Context: an optimization exercise on an open-source flow, tuned for a short achievable clock period and few clock cycles per item. The choices shown serve that exercise and are no tape-out recipe.
No activity file was given, so power comes from the tool's default toggle rates.

==> 12-24 <==
==> flow/design.v (excerpt) <==
module cpu_top
(
    input  logic        clk,
    input  logic        reset,
    input  logic [15:0] mem_rdata,
    output logic [15:0] mem_addr,
    output logic        mem_we,
    output logic [15:0] mem_wdata,
    output logic        halted
);
export LEC_CHECK = 0
export CAP_MARGIN = 20
export CORE_MARGIN = 2
export CORE_UTILIZATION = 40
export SETUP_SLACK_MARGIN = 5
export SLEW_MARGIN = 20
export SYNTH_HIERARCHICAL = 1
create_clock -name core_clock -period 8.0 [get_ports {clk}]
run.sh (not shown) runs the stock make flow with config.mk's settings and CLKGATE_MAP_FILE= SYNTH_SCRIPT=/design/flow/synth_recipe.tcl, a recipe that flattens the netlist after the stock synthesis.
==> 04-06 (differences from 12-24) <==
--- a/flow/design.v
+++ b/flow/design.v
@@ -34,15 +34,16 @@
     output logic [15:0] mem_addr,
     output logic        mem_we,
     output logic [15:0] mem_wdata,
     output logic        halted
 );
     logic [15:0] regs [8];
     logic        z;
-    logic [15:0] ma;
+    logic [15:0] ma;       
+    logic [15:0] man;      
     logic [15:0] mai;
     logic        we;
     logic [15:0] wd;
     logic        ir_v;
     logic [2:0]  ir_rx;
     logic [15:0] ir_pc;    
     logic [15:0] opa;      
@@ -177,15 +178,15 @@
     assign lseq    = load_rd || load_ib;
     assign ovsel   = x1 && (c_ld || c_st) && c_ovl;
     assign stale_i2 = c_st && c_ovl && (opa == ovl_a);
     assign d_rd    = decode(mem_rdata);
     assign d_ib    = decode(ib);
     assign d_ov    = decode(ovl_w);
     assign nd      = dcyc ? d_ib : (ovsel ? d_ov : d_rd);
-    assign mai     = ma;
+    assign mai     = ~man;
     assign ma1     = mai + 16'd1;
     assign ma2     = mai + 16'd2;
     assign la      = dcyc ? ra : mai;
     assign la1     = dcyc ? ra1 : ma1;
     assign la2     = dcyc ? ra2 : ma2;
     assign z_next  = (x1 && (c_alu || c_cmp)) ? z_new : z;
     logic        hit1_r, hit2_r;      
@@ -203,15 +204,19 @@
     logic        upd;
     assign hit_ma  = (seq1 && hit1_r) || (seq2 && hit2_r) || (seq3 && hit3_r) || (seq4 && hit4_r);
     assign xd_ma   = seq1 ? xd1_r : (seq2 ? xd2_r : (seq3 ? xd3_r : xd4_r));
     assign n_hit   = dcyc ? ra_hit : hit_ma;
     assign n_xd    = dcyc ? ra_xd : xd_ma;
     assign n_idx   = mai[XC_B-1:0];
     function automatic logic xc_hit(input logic [15:0] adr);
-        xc_hit = xc_v[adr[XC_B-1:0]] && (xc_t[adr[XC_B-1:0]] == adr[15:XC_B]);
+        logic h;
+        h = 1'b0;
+        for (int k = 0; k < XC_N; k++)
+            h = h | (xc_v[k] && adr[XC_B-1:0] == XC_B'(k) && xc_t[k] == adr[15:XC_B]);
+        xc_hit = h;
     endfunction
     assign idx1    = la1[XC_B-1:0];
     assign idx2    = la2[XC_B-1:0];
     assign hit1    = dcyc ? xc_hit(ra1) : xc_hit(ma1);
     assign hit2    = dcyc ? xc_hit(ra2) : xc_hit(ma2);
     assign idx3    = n_xd[XC_B-1:0];
     assign idx4    = mem_rdata[XC_B-1:0];
@@ -310,14 +315,15 @@
             ma_nj = opa;
         end
     end
     always_ff @(posedge clk or posedge reset) begin
         if (reset) begin
             z     <= 1'b0;
             ma    <= 16'h0000;
+            man   <= ~16'h0000;
             seq1  <= 1'b0;
             seq2  <= 1'b0;
             seq3  <= 1'b0;
             seq4  <= 1'b0;
             hit1_r <= 1'b0;
             hit2_r <= 1'b0;
             hit3_r <= 1'b0;
@@ -328,14 +334,15 @@
             hlt   <= 1'b0;
             run   <= 1'b1;
             xc_v  <= '0;
         end else begin
             if (x1 && (c_alu || c_cmp))
                 z <= z_new;
             ma   <= ma_d;
+            man  <= ~ma_d;
             seq1 <= taken ? ((sel_j && !n_hit) || (!sel_j && s1_nj)) : (!sel_j && s1_nj);
             seq2 <= taken ? (!sel_j && s2_nj) : (sel_j || s2_nj);
             seq3 <= taken ? ((sel_j && n_hit) || (!sel_j && s3_nj)) : (!sel_j && s3_nj);
             seq4 <= !lseq && !dcyc && !c_ldi && c_jmp;
             hit1_r <= hit1 && !xc_upd(idx1);
             hit2_r <= hit2 && !xc_upd(idx2);
             hit3_r <= hit3 && !xc_upd(idx3);
==> run notes <==
	04-06	12-24
Status	finished clean	finished clean
Maximum number of pins on one net before global-route repair	97	67
Area of the mapped netlist	56700 um2	53300 um2
Portion of synthesized cell area occupied by the leading cell type	17.3%	18.4%
Netlist cell types	110	91
Final worst path period need	3.44 ns	3.17 ns
GR met1 Demand/Resource	48.4%	45.0%
Drt wl/cell	35.2 um	33.5 um
Initial DRT Pass Iterations	8	7
Effective utilization at floorplan	40.2%	40.4%
DIE AREA	145000 um2	136000 um2
Ratio of routed vias to standard cells	6.75	6.86
Detailed-route wire length on metal 1	104000 um	89500 um
Design Power	23.2 mW	22.8 mW
Function was not checked in any run of this note: the RTL went through the layout flow alone.

port drivers added, routing unchanged:
The results above use ideal ports. As a check the final layouts listed here were re-extracted and re-timed, cells and wires unchanged.
Step 1, drivers: a clkbuf_16 drives clk and a buf_2 each remaining input, both assumed.
Step 2, shift: input delay + t, output delay - t, t = (earliest + latest rising clock arrival at the registers) / 2. This alone moves slack from input paths to output paths.
Three values: no drivers, after step 1, after step 2; two values: the first two.
| run | shift t [ns] | setup slack, ns | worst setup path at the end |
|---|---|---|---|
| 12-24 | 0.796 | 4.833 / 4.763 / 3.967 | input to register |
| 04-06 | 0.782 | 4.556 / 4.556 / 3.928 | input to register |
After both steps setup and hold are still met in every run listed. The setup slack of 12-24, which loses most, moves by -0.070 ns with the drivers and by -0.866 ns with both steps.
